What follows belongs to an exercise in optimizing a design on an open flow for small area; a production flow would make more cautious choices.
In this exercise RTL edits were held to simulation tests only and were not proved equivalent to the original.
Power figures rest on the tool's default switching activity, not on a simulated workload.

### flow/constraint.sdc
create_clock -name core_clock -period 10.0 [get_ports {clk}]
set_input_delay 2.0000 -clock core_clock [delete_from_list [all_inputs] [get_ports {clk}]]
set_output_delay 2.0000 -clock core_clock [all_outputs]
set_load 0.01 [all_outputs]
### flow/config.mk
export PLATFORM = sky130hd
export DESIGN_NAME = chip8_top
export DESIGN_NICKNAME = chip8_top
export VERILOG_FILES = /design/flow/design.v
export SDC_FILE = /design/flow/constraint.sdc
export NUM_CORES = 4
export LEC_CHECK = 0
export CAP_MARGIN = 20
export CORE_MARGIN = 2
export CORE_UTILIZATION = 40
export SLEW_MARGIN = 20
### flow/run.sh
#!/bin/bash
# synth_recipe.tcl (not shown) runs the flow's synth.tcl, then flattens the netlist and writes it again
# the make line also repeats each setting of config.mk as NAME=value (left out here)
make -C /OpenROAD-flow-scripts/flow DESIGN_CONFIG=/design/flow/config.mk WORK_HOME=/design/flow/orfs CLKGATE_MAP_FILE= SYNTH_SCRIPT=/design/flow/synth_recipe.tcl finish
### flow/design.v
package chip8_pkg;
  typedef logic [7:0] byte_t;
endpackage
`timescale 1ns/1ps
module chip8_top (
  input  logic        clk,
  input  logic        reset,
  input  logic [7:0]  mem_rdata,
  output logic        mem_read,
  output logic        mem_write,
  output logic [11:0] mem_addr,
  output logic [7:0]  mem_wdata
);
  localparam logic [3:0] S_CLR  = 4'd0;
  localparam logic [3:0] S_F0   = 4'd1;
  localparam logic [3:0] S_F1   = 4'd2;
  localparam logic [3:0] S_EX0  = 4'd3;
  localparam logic [3:0] S_EX1  = 4'd4;
  localparam logic [3:0] S_EX2  = 4'd5;
  localparam logic [3:0] S_SK1  = 4'd6;
  localparam logic [3:0] S_SK2  = 4'd7;
  localparam logic [3:0] S_ST33 = 4'd8;
  localparam logic [3:0] S_ST55 = 4'd9;
  logic [3:0]  st, st_n;
  logic [3:0]  rp;
  logic [3:0]  sp, sp_n;
  logic [11:0] pc, pc_n;
  logic [11:0] ireg, i_n;
  logic [7:0]  irh, irh_n;
  logic [7:0]  t, t_n;
  logic        f, f_n;
  logic [7:0]  vr [16];
  logic [11:0] sr [16];
  logic        vwe;
  logic [7:0]  vnew;
  logic        push;
  wire [7:0]  lo   = mem_rdata;
  wire [3:0]  c    = irh[7:4];
  wire [3:0]  x    = irh[3:0];
  wire [3:0]  y    = lo[7:4];
  wire [3:0]  n    = lo[3:0];
  wire [7:0]  head = vr[0];
  wire        atX  = (rp == x);
  wire        atY  = (rp == y);
  wire        at0  = (rp == 4'd0);
  wire        atF  = (rp == 4'd15);
  wire [11:0] pc1  = pc + 12'd1;
  logic       inv_a, inv_b;
  logic [1:0] bsel;
  logic [7:0] op_a, op_b, sum;
  logic       cout, zero;
  always_comb begin
    inv_a = 1'b0;
    inv_b = 1'b0;
    bsel  = 2'd0;
    case (c)
      4'h3, 4'h4: inv_b = 1'b1;
      4'h5, 4'h9: begin bsel = 2'd1; inv_b = 1'b1; end
      4'h8: begin
        bsel  = 2'd1;
        inv_b = (n == 4'h5);
        inv_a = (n == 4'h7);
      end
      4'hF: bsel = 2'd2;
      default: ;
    endcase
  end
  assign op_a = head ^ {8{inv_a}};
  assign op_b = (bsel == 2'd0 ? lo : bsel == 2'd1 ? t : ireg[7:0]) ^ {8{inv_b}};
  assign {cout, sum} = {1'b0, op_a} + {1'b0, op_b} + {8'd0, inv_a | inv_b};
  assign zero = (sum == 8'd0);
  logic [7:0] r8;
  logic       fl;
  logic       valid8, flagop;
  always_comb begin
    r8     = sum;
    fl     = cout;
    valid8 = 1'b1;
    flagop = 1'b1;
    case (n)
      4'h0: begin r8 = t;          flagop = 1'b0; end
      4'h1: begin r8 = head | t;   flagop = 1'b0; end
      4'h2: begin r8 = head & t;   flagop = 1'b0; end
      4'h3: begin r8 = head ^ t;   flagop = 1'b0; end
      4'h4: ;
      4'h5: ;
      4'h6: begin r8 = {1'b0, head[7:1]}; fl = head[0]; end
      4'h7: fl = cout & ~zero;
      4'hE: begin r8 = {head[6:0], 1'b0}; fl = head[7]; end
      default: begin valid8 = 1'b0; flagop = 1'b0; end
    endcase
  end
  wire skip = zero ^ (c == 4'h4 || c == 4'h9);
  wire [7:0] hund  = t / 8'd100;
  wire [7:0] tens  = (t / 8'd10) % 8'd10;
  wire [7:0] units = t % 8'd10;
  wire [7:0] digit = rp[1] ? units : (rp[0] ? tens : hund);
  wire storing = (st == S_ST33) || (st == S_ST55);
  assign mem_addr  = storing ? ireg + {8'd0, rp} : pc;
  assign mem_wdata = (st == S_ST33) ? digit : head;
  always_comb begin
    st_n  = st;
    pc_n  = pc;
    sp_n  = sp;
    i_n   = ireg;
    t_n   = t;
    f_n   = f;
    irh_n = irh;
    vwe   = 1'b0;
    vnew  = 8'd0;
    push  = 1'b0;
    mem_read  = 1'b0;
    mem_write = 1'b0;
    case (st)
      S_CLR: begin
        vwe = 1'b1;
        if (atF)
          st_n = S_F0;
      end
      S_F0: begin
        mem_read = 1'b1;
        pc_n     = pc1;
        st_n     = S_F1;
      end
      S_F1: begin
        mem_read = 1'b1;
        irh_n    = lo;
        st_n     = S_EX0;
      end
      S_EX0, S_EX1, S_EX2: begin
        mem_read = 1'b1;
        case (c)
          4'h0: begin
            if (x == 4'h0 && lo == 8'hEE) begin
              if (rp == sp - 4'd1) begin
                pc_n = sr[0];
                sp_n = sp - 4'd1;
                st_n = S_F0;
              end
            end else begin
              pc_n = pc1;
              st_n = S_F0;
            end
          end
          4'h1: begin
            pc_n = {x, lo};
            st_n = S_F0;
          end
          4'h2: begin
            if (rp == sp) begin
              push = 1'b1;
              sp_n = sp + 4'd1;
              pc_n = {x, lo};
              st_n = S_F0;
            end
          end
          4'h3, 4'h4: begin
            if (atX) begin
              pc_n = pc1;
              st_n = skip ? S_SK1 : S_F0;
            end
          end
          4'h5, 4'h9: begin
            if (n != 4'h0) begin
              pc_n = pc1;
              st_n = S_F0;
            end else if (st == S_EX0) begin
              if (atY) begin
                t_n  = head;
                st_n = S_EX1;
              end
            end else if (atX) begin
              pc_n = pc1;
              st_n = skip ? S_SK1 : S_F0;
            end
          end
          4'h6: begin
            if (atX) begin
              vwe  = 1'b1;
              vnew = lo;
              pc_n = pc1;
              st_n = S_F0;
            end
          end
          4'h7: begin
            if (atX) begin
              vwe  = 1'b1;
              vnew = sum;
              pc_n = pc1;
              st_n = S_F0;
            end
          end
          4'h8: begin
            if (!valid8) begin
              pc_n = pc1;
              st_n = S_F0;
            end else if (st == S_EX0) begin
              if (atY) begin
                t_n  = head;
                st_n = S_EX1;
              end
            end else if (st == S_EX1) begin
              if (atX) begin
                vwe  = 1'b1;
                vnew = r8;
                f_n  = fl;
                if (flagop)
                  st_n = S_EX2;
                else begin
                  pc_n = pc1;
                  st_n = S_F0;
                end
              end
            end else begin
              if (atF) begin
                vwe  = 1'b1;
                vnew = {7'd0, f};
                pc_n = pc1;
                st_n = S_F0;
              end
            end
          end
          4'hA: begin
            i_n  = {x, lo};
            pc_n = pc1;
            st_n = S_F0;
          end
          4'hB: begin
            if (at0) begin
              pc_n = {x + {3'd0, cout}, sum};
              st_n = S_F0;
            end
          end
          4'hF: begin
            if (lo == 8'h1E) begin
              if (atX) begin
                i_n  = {ireg[11:8] + {3'd0, cout}, sum};
                pc_n = pc1;
                st_n = S_F0;
              end
            end else if (lo == 8'h33) begin
              if (st == S_EX0) begin
                if (atX) begin
                  t_n  = head;
                  st_n = S_EX1;
                end
              end else if (atF) begin
                st_n = S_ST33;
              end
            end else if (lo == 8'h55) begin
              if (atF)
                st_n = S_ST55;
            end else begin
              pc_n = pc1;
              st_n = S_F0;
            end
          end
          default: begin
            pc_n = pc1;
            st_n = S_F0;
          end
        endcase
      end
      S_SK1: begin
        pc_n = pc1;
        st_n = S_SK2;
      end
      S_SK2: begin
        pc_n = pc1;
        st_n = S_F0;
      end
      S_ST33, S_ST55: begin
        mem_write = 1'b1;
        if (rp == ((st == S_ST33) ? 4'd2 : x)) begin
          pc_n = pc1;
          st_n = S_F0;
        end
      end
      default: st_n = S_CLR;
    endcase
  end
  always_ff @(posedge clk or posedge reset) begin
    if (reset) begin
      st   <= S_CLR;
      rp   <= 4'd0;
      sp   <= 4'd0;
      pc   <= 12'h200;
      ireg <= 12'd0;
    end else begin
      st   <= st_n;
      rp   <= rp + 4'd1;
      sp   <= sp_n;
      pc   <= pc_n;
      ireg <= i_n;
    end
  end
  always_ff @(posedge clk) begin
    irh <= irh_n;
    t   <= t_n;
    f   <= f_n;
    for (int k = 0; k < 15; k++) begin
      vr[k] <= vr[k + 1];
      sr[k] <= sr[k + 1];
    end
    vr[15] <= vwe ? vnew : vr[0];
    sr[15] <= push ? pc1 : sr[0];
  end
endmodule
==> key figures, run 1 <==
Pwr
  – Pwr Density: 251 mW/mm2
  – Worst VDD drop: 172 uV
  – Static leakage: 6.11 nW

Clock tree
  – Post-CTS Setup Bufs: 0
  – Clk root buf: clkbuf_16
  – Cells resized by post-CTS repair: 0
  – CTS tree: done
  – Worst-Skew Late Latency: 0.53 ns
  – CTS buffer count: 37
  – CTS Buffer Depth: 3
  – Clk slew on worst S/H paths: about 0.070 ns
  – # H-tree levels: 2
  – Sink Count: between 300 and 400
  – Hold-fix buffers, CTS: 0

Drt
  – Starting DRC count in detailed routing: 824
  – DRT Pass-1 Iters: 5
  – Routed Antenna Nets: 0
  – Via density per instance: 5.43
  – DRC: 0
  – WL/cell: 18.8 um
  – Vias: 9820
  – DRT Wirelength: 34.1 mm

Floorplanning
  – Std-Cell Rows: 67
  – Initial core utilization: approximately two fifths
  – Core area: 0.0336 mm2
  – IO Count: 32
  – Die Width: 189 um
  – Die area: 0.0358 mm2
  – Die height: around 190 um

STA
  – Final setup skew: 0.0148 ns
  – Tmin final: 6.88 ns
  – Period utilisation layout: 68.8%
  – RSZ-0062 raised after global routing: no
  – Sum Neg Setup Slack: 0 ns
  – Hold_ws: 0.315 ns
  – Slew margin rel.: between 30% and 40%
  – Setup ws final: 3.12 ns
  – Slew @ Worst Pin: 0.999 ns
  – Final setup viols: 0
  – Final-report hold violation count: 0
  – Fmax: 145 MHz
  – Fin. max-slew vios: 0

Logic synthesis
  – Compound-Gate Fraction of Synth Area: 15.9%
  – Synth unique cells: 94
  – Multiplexer share of the synthesized area: 1.25%
  – Syn Inst Count: 1317
  – Seq/Total Area, Yosys: 57.0%
  – Adder-cell area share of the yosys netlist: 4.09%
  – Largest family of logic cells by synthesized area: compound AO/OA/AOI/OAI gates
  – Post-synth net total: 1370
  – Synth Warn #: 3
  – Synth top cells by count: dfxtp_1 (320), nand2_1 (122), o21ai_0 (97)
  – Area leader, netlist: dfxtp_1
  – Simple-Gate Fraction of Synth Area: between 10% and 20%
  – Post-Syn Area: 0.0137 mm2
  – Synth Flop Type: dfxtp_1
  – Yosys top cell area share: around 47%
  – EDFF count, synth: 17
  – Post-synth ARST share: 9.65%
  – Post-Syn Area per Cell: 10.4 um2
  – Count leader, synth: dfxtp_1
  – XOR/XNOR Fraction of Synth Area: 4.47%
  – Seq cells post-synth: 373
  – Synth area leaders: dfxtp_1 (47%), dfrtp_1 (6.4%), edfxtp_1 (3.7%)

Setup path
  – CP Launch Type: primary input
  – Worst setup EP type: register
  – FF-to-FF setup slack: about 4.2 ns
  – Worst r2r path cells: 24
  – WP data required: 10.41 ns
  – CP arrival: 7.29 ns
  – CP Max Fanout: 30
  – Worst Path Class, Setup: in -> reg

Job
  – Max-cap violations: 0

Global routing
  – Gr usage total: 19.2%
  – Number of global-route vias before repair: between 9k and 10k
  – Met3 usage: between 3 and 4%
  – M2 GR Usage: 30.7%
  – First-pass GRT wire length: 53.9 mm
  – Grt met1 use: 26.0%
  – Largest net degree at the start of global routing: 37
  – Top Usage Layer GRT: met2
  – Total grt overflow: 0
  – Antenna violations before repair: 1

Status
  – Status: no timing/DRC/antenna violations

Place
  – Place WS: 2.65 ns
  – Dpl hpwl: 24.0 mm
  – Placed cell areas: about 0.014 mm2
  – Routability-driven placement congestion ratio: 0.936
  – Number of buffers inserted by port buffering: 31

Final layout
  – # fillers: around 3.2k
  – Reg area: between 0.007 and 0.008 mm2
  – Synthesis-to-layout area growth: 13.8%
  – Post-route cell area: 0.0156 mm2
  – ANT cells: 0
  – Final Util: between 40% and 50%
  – Final layout net count: between 1k and 1.5k
  – Ratio of cells with drive above 1 in the final layout: 7.86%
  – Area of the multi-input gates: 0.00541 mm2

Hold path
  – WHS Path Cells: 0
  – Hold crit path type: reg -> reg
cell usage in the layout (no fill, tap or decap), drive strengths merged, types with 31 or more instances in the layout:
cell	count
clkdlybuf4s50	31
nand2	122
xnor2	40
o21ai	108
nor2	82
a21oi	82
dfrtp	35
clkbuf	54
inv	52
ha	40
dfxtp	320
final timing paths:
kind / from / end
worst max-delay path: mem_rdata[0] / pc[10]
worst min-delay path: vr[11][1] / vr[10][1]
worst max register to register: irh[7] / pc[10]
worst min register to register: vr[11][1] / vr[10][1]
max in group asynchronous: reset / sp[0]
min in group asynchronous: reset / pc[4]
report_power, final:
part | switching [mW] | total (mW) | internal, mW | leakage (nW)
clock | 0.576 | 1.39 | 0.814 | 0.625
sequential | 0.139 | 1.71 | 1.57 | 3.20
combinational | 0.483 | 0.809 | 0.327 | 2.28
total | 1.20 | 3.91 | 2.71 | 6.11
registers in the layout, indices dropped and copies added, names as in the netlist:
| name | cells |
|---|---|
| irh | 8 |
| t | 8 |
| sr | 192 |
| rp | 4 |
| vr | 128 |
| st | 4 |
| f | 1 |
| ireg | 12 |
| pc | 12 |
| sp | 4 |
metal layers:
layer	vias up	share of wire, %
met1	4707	45
li1	4694	-
met4	0	3.4
met5	-	0
met3	84	6.3
met2	335	45
area by class of cell:
type	count	area share, %
tap	448	3.59
clock buffer	54	7.12
clock inverter	14	0.930
sequential	373	50.1
timing repair buffer	44	2.61
multi-input combinational	835	34.7
inverter	42	1.01
kinds of logic after synthesis:
logic type | Yosys count
AO/OA/AOI/OAI | 336
multiplexers | 15
XOR/XNOR | 70
AND/OR/NAND/NOR | 371
buffers and inverters | 109
flip-flops | 373
adder cells (fa/ha/maj) | 43
metrics by stage:
step / std cells / power [mW]
2_1_floorplan: 1317 / 2.25
3_3_place_gp: 1742 / 2.53
3_5_place_dp: 1742 / 2.54
4_1_cts: 1810 / 3.94
5_1_grt: 1810 / 4.10
6_report: 1810 / 3.91
worst max-delay path: stages:
cell and delay, ns:
clkdlybuf4s50_1 0.46, buf_4 0.32, inv_1 0.18, nor2_1 0.21, nand4_1 0.46, xnor2_1 0.30, fa_1 0.48, fa_1 0.42
nor2b_1 0.12, o21ai_1 0.08, a21boi_0 0.16, o21ai_0 0.11, a21boi_0 0.39, o21ai_0 0.14, nand2b_1 0.23, ha_1 0.23
ha_1 0.18, nor2_1 0.05, o21ai_0 0.15, o211ai_1 0.11, a31oi_1 0.19, nor3_1 0.06, a21oi_1 0.15, o21ai_1 0.09
==> run 2: changes to the inputs <==
--- a/flow/config.mk
+++ b/flow/config.mk
@@ -9,3 +9,3 @@
 export CORE_MARGIN = 2
-export CORE_UTILIZATION = 40
+export CORE_UTILIZATION = 60
 export SLEW_MARGIN = 20
==> run 2 against run 1 <==
Still clean. Via count is 1.9% higher. Synthesized cell count stayed put. Register-to-register slack worse by 0.03 ns. Largest cell class unchanged. Highest routed layer unchanged.
==> key figures, run 2 <==
Pwr
  – Switching power: 1.18 mW (-1.2%)
  – Flop pwr share: 44.6% (+0.8 points)
  – Sw Share: 30.8% (+0.18 points)
  – Clock share of power: 34.1% (-1.4 points)
  – Pwr Density: 251 mW/mm2 (+0.26%)
  – Static leakage: 6.06 nW (-0.89%)
  – Combinational Power Share: 21.3% (+0.6 points)
  – Tot Pwr: 3.84 mW (-1.7%)
  – Worst VDD drop: 203 uV (+18%)
  – Internal power: 2.66 mW (-2.0%)

Clock tree
  – # H-tree levels: 2 (unchanged)
  – Post-CTS Setup Bufs: 0 (unchanged)
  – Worst-Skew Late Latency: 0.52 ns (about the same)
  – CTS buffer count: 35 (-5.4%)
  – Cells resized by post-CTS repair: 0 (unchanged)
  – Clk slew on worst S/H paths: 0.07 ns (about the same)
  – CTS Buffer Depth: 3 (unchanged)
  – Sink Count: 373 (unchanged)
  – Hold-fix buffers, CTS: 0 (unchanged)
  – CTS tree: done
  – Clk root buf: clkbuf_16

STA
  – Fmax: 145 MHz (about the same)
  – Final setup skew: 0.0234 ns (+0.00863 ns)
  – Final-report hold violation count: 0 (unchanged)
  – Fin. max-slew vios: 0 (unchanged)
  – RSZ-0062 raised after global routing: no
  – Hold_ws: 0.317 ns (+0.00159 ns)
  – Slew @ Worst Pin: 1.00 ns (+0.00115 ns)
  – Tmin final: 6.89 ns (+0.00537 ns)
  – Final setup viols: 0 (unchanged)
  – Slew margin rel.: 32.7% (+0.25 points)
  – Sum Neg Setup Slack: 0 ns (unchanged)
  – Setup ws final: 3.11 ns (-0.00537 ns)
  – Period utilisation layout: 68.9% (about the same)

Logic synthesis
  – Synth top cells by count: dfxtp_1 (320), nand2_1 (122), o21ai_0 (97)
  – Post-Syn Area: 0.0137 mm2 (unchanged)
  – Synth area leaders: dfxtp_1 (47%), dfrtp_1 (6.4%), edfxtp_1 (3.7%)
  – Post-synth net total: 1370 (unchanged)
  – Syn Inst Count: 1317 (unchanged)
  – Post-Syn Area per Cell: 10.4 um2 (unchanged)
  – Seq/Total Area, Yosys: 57.0% (unchanged)
  – Synth Warn #: 3 (unchanged)
  – Seq cells post-synth: 373 (unchanged)
  – Post-synth ARST share: 9.65% (unchanged)
  – Count leader, synth: dfxtp_1
  – Synth unique cells: 94 (unchanged)
  – Yosys top cell area share: 46.7% (unchanged)
  – Synth Flop Type: dfxtp_1
  – EDFF count, synth: 17 (unchanged)
  – Area leader, netlist: dfxtp_1

Floorplanning
  – Core area: 0.0225 mm2 (-33%)
  – Die area: 0.0241 mm2 (-33%)
  – IO Count: 32 (unchanged)
  – Die height: 155 um (-18%)
  – Die Width: 155 um (-18%)
  – Std-Cell Rows: 55 (-18%)
  – Initial core utilization: 60.9% (+20 points)

Place
  – Number of buffers inserted by port buffering: 31 (unchanged)
  – Dpl hpwl: 23.3 mm (-3.0%)
  – Routability-driven placement congestion ratio: 0.972 (+3.9%)
  – Place WS: 2.66 ns (+0.00822 ns)
  – Placed cell count: 1577 (-9.5%)

Drt
  – WL/cell: 21.1 um (+12%)
  – Vias: 10.0k (+1.9%)
  – DRC: 0 (unchanged)
  – Starting DRC count in detailed routing: 1131 (+37%)
  – DRT Wirelength: 34.6 mm (+1.6%)
  – Via density per instance: 6.10 (+12%)
  – Routed Antenna Nets: 0 (unchanged)
  – DRT Pass-1 Iters: 7 (+2)

Global routing
  – Antenna violations before repair: 0 (-1)
  – Gr usage total: 29.2% (+10 points)
  – Number of global-route vias before repair: 9656 (+3.2%)
  – Largest net degree at the start of global routing: 37 (unchanged)
  – First-pass GRT wire length: 54.5 mm (+1.2%)
  – Total grt overflow: 0 (unchanged)

Setup path
  – Critical-path top delay cell: fa_1
  – CP Max Fanout: 30 (unchanged)
  – CP top delay family: compound AO/OA/AOI/OAI gates
  – CP Launch Type: primary input
  – Worst path cell trace: clkdlybuf4s50_1 -> buf_4 -> inv_1 -> nor2_1 -> nand4_1 -> xnor2_1 -> fa_1 -> fa_1 -> nor2b_1 -> o21ai_1 -> a21boi_0 -> o21ai_0 -> a21boi_0 -> o21ai_0 -> nand2b_1 -> ha_1 -> ha_1 -> nor2_1 -> o21ai_0 -> o211ai_1 -> a31oi_1 -> nor3_1 -> a21oi_1 -> o21ai_1
  – WP data required: 10.41 ns (about the same)
  – Max stage delay on crit path: 0.48 ns (about the same)
  – Worst setup EP type: register
  – Most used cell, CP: o21ai_0
  – Number of buffers and inverters on the critical path: 3 (unchanged)
  – Reg-to-Reg Start: irh[5]
  – CP arrival: 7.30 ns (about the same)
  – Origin of the worst setup path: mem_rdata[0]
  – Worst Path Class, Setup: in -> reg

Job
  – Max-cap violations: 0 (unchanged)

Final layout
  – ANT cells: 0 (unchanged)
  – Largest register FFs: 192 (unchanged)
  – Largest Register: sr
  – Final layout net count: 1382 (-0.29%)
  – Largest registers: sr (192), vr (128)
  – Ratio of cells with drive above 1 in the final layout: 7.38% (-0.48 points)
  – Finished Layout Cells: 1640 (-9.4%)
  – Commonest non-fill, non-tap cell in the layout: dfxtp_1
  – # fillers: 1704 (-46%)
  – Most frequent cells in the layout: dfxtp_1 (320), nand2_1 (122), o21ai_0 (97), nor2_1 (82), a21oi_1 (80)
  – Synthesis-to-layout area growth: 11.6%

Status
  – Status: no timing/DRC/antenna violations

Hold path
  – Hold_sp: vr[14][7]
  – Hold crit path type: reg -> reg
[run 2: final cells by class]
class / count / area, um2 / area share (%)
Clock buffer: 50 / 1040 / 6.82
Timing Repair Buffer: 42 / 393 / 2.57
Sequential cell: 373 / 7820 / 51.1
Tap cell: 285 / 357 / 2.33
Multi-Input combinational cell: 835 / 5410 / 35.4
Clock inverter: 13 / 120 / 0.785
Inverter: 42 / 158 / 1.03
[run 2: final timing paths]
path / cells after the start / slack, ns / to
max: 24 / 3.11 / pc[10]
min: 0 / 0.32 / vr[13][7]
max reg2reg: 21 / 4.21 / pc[10]
min reg2reg: 0 / 0.32 / vr[13][7]
max in group asynchronous: 3 / 7.71 / pc[9]
min in group asynchronous: 3 / 1.91 / ireg[5]
[run 2: logic make-up (layout without fill, tap and decap cells)]
group                    after synthesis  after routing  synth area share [%]
flip-flops                           373            373                  57.0
multiplexers                          15             15                  1.25
buffers and inverters                109            147                  3.57
AND/OR/NAND/NOR                      371            371                  13.7
XOR/XNOR                              70             70                  4.47
adder cells (fa/ha/maj)               43             43                  4.09
AO/OA/AOI/OAI                        336            336                  15.9
[run 2: through the flow]
| stage | utilization (%) | instance area [um2] |
|---|---|---|
| 6_report | 68.0 | 15300 |
| 5_1_grt | 68.0 | 15300 |
| 4_1_cts | 68.0 | 15300 |
| 3_5_place_dp | 62.8 | 14100 |
| 3_3_place_gp | 62.8 | 14100 |
| 2_1_floorplan | - | 13700 |
[run 2: per-layer routing]
layer  routed length (um)  GRT usage (%)  share of wire [%]
met4                 1600           13.5                4.6
met1                14900           39.6                 43
met3                 2140           3.68                6.2
met5                    0              0                  0
met2                16000           47.0                 46
[run 2: power groups by stage]
| stage | registers, mW | logic, mW | clock network (mW) |
|---|---|---|---|
| after detailed placement | 1.74 | 0.797 | 0 |
| after floorplan | 1.66 | 0.593 | 0 |
| final | 1.71 | 0.820 | 1.31 |
| after global routing | 1.72 | 0.888 | 1.39 |
| after CTS | 1.71 | 0.804 | 1.34 |
| after global placement | 1.74 | 0.789 | 0 |
==> run 3: changes to the inputs <==
--- a/flow/config.mk
+++ b/flow/config.mk
@@ -9,3 +9,4 @@
 export CORE_MARGIN = 2
-export CORE_UTILIZATION = 60
+export CORE_UTILIZATION = 40
+export CTS_BUF_LIST = sky130_fd_sc_hd__clkbuf_4
 export SLEW_MARGIN = 20
==> run 3 against run 2 <==
Combinational power shrank 1%. Core utilization down 22 points. Largest power group unchanged. Die area increased by 49%.
==> key figures, run 3 <==
Status
  – Status: no timing/DRC/antenna violations

Hold path
  – WHS Endpoint: sr[1][0]
  – Hold crit path type: reg -> reg
  – WHS Path Cells: 0 (unchanged)
  – Hold_sp: sr[2][0]

Logic synthesis
  – Count leader, synth: dfxtp_1
  – Yosys top cell area share: 46.7% (unchanged)
  – Post-Syn Area per Cell: 10.4 um2 (unchanged)
  – EDFF count, synth: 17 (unchanged)
  – Post-synth ARST share: 9.65% (unchanged)
  – Synth unique cells: 94 (unchanged)
  – Synth top cells by count: dfxtp_1 (320), nand2_1 (122), o21ai_0 (97)
  – Synth Warn #: 3 (unchanged)
  – Post-Syn Area: 0.0137 mm2 (unchanged)
  – Post-synth net total: 1370 (unchanged)
  – Area leader, netlist: dfxtp_1
  – Synth Flop Type: dfxtp_1
  – Syn Inst Count: 1317 (unchanged)
  – Seq/Total Area, Yosys: 57.0% (unchanged)
  – Synth area leaders: dfxtp_1 (47%), dfrtp_1 (6.4%), edfxtp_1 (3.7%)
  – Seq cells post-synth: 373 (unchanged)

Final layout
  – Final layout net count: 1438 (+4.1%)
  – Ratio of cells with drive above 1 in the final layout: 12.9% (+5.5 points)
  – Most frequent cells in the layout: dfxtp_1 (320), clkbuf_4 (133), nand2_1 (122), o21ai_0 (97), nor2_1 (82)
  – Largest Register: sr
  – Largest register FFs: 192 (unchanged)
  – # fillers: 3222 (+89%)
  – Commonest non-fill, non-tap cell in the layout: dfxtp_1
  – Synthesis-to-layout area growth: 13.4%
  – Area of the multi-input gates: 0.00541 mm2 (unchanged)
  – Largest registers: sr (192), vr (128)
  – Reg area: 0.00782 mm2 (unchanged)

Setup path
  – FF-to-FF setup slack: 4.28 ns (+0.07 ns)
  – Worst path cell trace: nor2b_1 -> a21o_2 -> a21o_2 -> inv_1 -> ha_1 -> nand4_1 -> a211oi_2 -> and2_2 -> a211o_1 -> inv_1 -> ha_1 -> o21ai_0 -> nand3_1 -> a22oi_1 -> clkdlybuf4s50_1
  – Worst Path Class, Setup: reg -> out
  – WP data required: 8.00 ns (-2.41 ns)
  – Max stage delay on crit path: 0.85 ns (+0.37 ns)
  – Critical R2R Capture: pc[10]
  – Worst setup EP type: primary output
  – Worst r2r path cells: 24 (+14%)
  – Reg-to-Reg Start: irh[7]
  – CP Max Fanout: 19 (-37%)
  – CP Launch Type: register
  – CP arrival: 4.98 ns (-2.32 ns)
  – Critical-path top delay cell: edfxtp_1

Clock tree
  – CTS Buffer Depth: 3 (unchanged)
  – Cells resized by post-CTS repair: 0 (unchanged)
  – Sink Count: 373 (unchanged)
  – Clk root buf: clkbuf_4
  – Post-CTS Setup Bufs: 0 (unchanged)
  – Hold-fix buffers, CTS: 0 (unchanged)
  – Worst-Skew Late Latency: 0.78 ns (+0.26 ns)
  – # H-tree levels: 3 (+1)
  – CTS tree: done
  – Clk slew on worst S/H paths: 0.06 ns (about the same)
  – CTS buffer count: 89 (+150%)

Global routing
  – Total grt overflow: 0 (unchanged)
  – Gr usage total: 19.7% (-9.5 points)
  – Largest net degree at the start of global routing: 37 (unchanged)
  – First-pass GRT wire length: 54.9 mm (+0.61%)
  – Antenna violations before repair: 2 (+2)
  – Number of global-route vias before repair: 9907 (+2.6%)

Pwr
  – Tot Pwr: 3.76 mW (-2.2%)
  – Switching power: 1.19 mW (+0.87%)
  – Pwr Density: 242 mW/mm2 (-3.7%)
  – Flop pwr share: 45.6% (+1.0 points)
  – Worst VDD drop: 145 uV (-29%)
  – Combinational Power Share: 21.5% (+0.2 points)
  – Sw Share: 31.8% (+0.96 points)
  – Clock share of power: 32.9% (-1.2 points)
  – Internal power: 2.56 mW (-3.5%)
  – Static leakage: 6.18 nW (+2.0%)

Place
  – Number of buffers inserted by port buffering: 31 (unchanged)
  – Dpl hpwl: 24.0 mm (+3.1%)
  – Routability-driven placement congestion ratio: 0.936 (-3.7%)

Drt
  – DRT Wirelength: 34.6 mm (about the same)
  – DRT Pass-1 Iters: 6 (-1)
  – Via density per instance: 5.31 (-13%)
  – Vias: 10.1k (+1.3%)
  – Routed Antenna Nets: 0 (unchanged)
  – Starting DRC count in detailed routing: 809 (-28%)
  – WL/cell: 18.2 um (-14%)
  – DRC: 0 (unchanged)

STA
  – Slew @ Worst Pin: 1.02 ns (+0.0214 ns)
  – Final-report hold violation count: 0 (unchanged)
  – Final setup viols: 0 (unchanged)
  – Fmax: 143 MHz (-1.4%)
  – Final setup skew: 0.0691 ns (+0.0457 ns)
  – RSZ-0062 raised after global routing: no
  – Tmin final: 6.98 ns (+0.0962 ns)
  – Period utilisation layout: 69.8% (+0.96 points)
  – Slew margin rel.: 31.7% (-1.1 points)
  – Fin. max-slew vios: 0 (unchanged)
  – Sum Neg Setup Slack: 0 ns (unchanged)

Floorplanning
  – Core area: 0.0336 mm2 (+49%)
  – Die height: 189 um (+22%)
  – Initial core utilization: 40.8% (-20 points)
  – Die Width: 189 um (+22%)
  – Std-Cell Rows: 67 (+22%)
  – Die area: 0.0358 mm2 (+49%)
  – IO Count: 32 (unchanged)

Job
  – Max-cap violations: 0 (unchanged)
run 3: worst max-delay path by stage:
stage                     depth (start not counted)           end    startpoint  slack (ns)
after floorplan                                  24        pc[10]  mem_rdata[2]        3.72
after global placement                           24        pc[10]  mem_rdata[0]        2.81
after detailed placement                         24        pc[10]  mem_rdata[0]        2.65
after CTS                                        15  mem_wdata[3]          t[7]        3.03
after global routing                             15  mem_wdata[3]          t[7]        2.61
final                                            15  mem_wdata[3]          t[7]        3.02
run 3: cells by family (layout without fill, tap and decap cells):
group                    after synthesis  count (layout)  synth area share [%]
XOR/XNOR                              70              70                  4.47
multiplexers                          15              15                  1.25
AO/OA/AOI/OAI                        336             336                  15.9
buffers and inverters                109             247                  3.57
AND/OR/NAND/NOR                      371             371                  13.7
adder cells (fa/ha/maj)               43              43                  4.09
other                                  0               3                     0
flip-flops                           373             373                  57.0
run 3: cell type report:
type | count | share of cell area (%)
sequential | 373 | 50.3
multi-input combinational | 835 | 34.8
clock buffer | 133 | 6.42
tap | 448 | 3.61
timing repair buffer | 44 | 2.62
clock inverter | 28 | 1.19
inverter | 42 | 1.01
antenna | 3 | 0.0483
run 3: power groups by stage:
| stage | Clock, mW | Sequential, mW | Combinational (mW) |
|---|---|---|---|
| 6_report | 1.24 | 1.71 | 0.810 |
| 5_1_grt | 1.37 | 1.72 | 0.892 |
| 4_1_cts | 1.29 | 1.71 | 0.799 |
| 3_5_place_dp | 0 | 1.74 | 0.796 |
| 3_3_place_gp | 0 | 1.74 | 0.794 |
| 2_1_floorplan | 0 | 1.66 | 0.593 |
run 3: metal layers:
metal | wire length (um) | vias to the layer above | GRT usage, %
li1 | - | 4863 | -
met3 | 2120 | 70 | 4.36
met4 | 1030 | 0 | 9.68
met1 | 15600 | 4843 | 25.9
met5 | 0 | - | 0
met2 | 15900 | 354 | 30.8
run 3: per-stage QoR:
step                      area [um2]  hold WS, ns  std cells  worst slack, ns  util, %
after floorplan                13700        0.310       1317             3.72        -
after global placement         14300        0.310       1742             2.81     42.7
after detailed placement       14300        0.312       1742             2.65     42.7
after CTS                      15500        0.293       1903             3.03     46.2
after global routing           15500        0.298       1905             2.61     46.2
final                          15500        0.287       1906             3.02     46.2
run 3: worst max-delay path: cells and delay by family (launching register included):
kind                     cells  cell delay, ns
adder cells (fa/ha/maj)      2            0.43
flip-flops                   1            0.85
buffers and inverters        3            0.78
AO/OA/AOI/OAI                6            1.44
AND/OR/NAND/NOR              4            0.74

-- re-timing with driven ports --
Ports are ideal in the flow. The routed layouts listed here were re-timed in OpenROAD.
Step 1, drivers: a clkbuf_16 drives clk and a buf_2 each remaining input, both assumed.
Step 2 adds t to the input delays and takes it off the output delays; t is the mean of the earliest and latest rising clock arrival at the registers after step 1. Input paths then give back, and output paths get back, about the clock's delay inside the block.
Three values: ideal ports, drivers, drivers and shift; two values: the first two.
| run | t, ns | setup slack, ns | latest minus earliest clock arrival (ns) | worst register clock-pin slew, ns |
|---|---|---|---|---|
| run 1 | 0.570 | 3.119 / 3.146 / 2.577 | 0.019 / 0.019 | 0.07 / 0.07 |
| run 2 | 0.558 | 3.114 / 3.135 / 2.577 | 0.024 / 0.024 | 0.07 / 0.07 |
| run 3 | 0.790 | 3.018 / 2.974 / 2.623 | 0.069 / 0.069 | 0.07 / 0.07 |
After both steps every run listed still meets setup and hold. The setup slack of run 1, which loses most, moves by +0.027 ns with the drivers and by -0.542 ns with both steps.
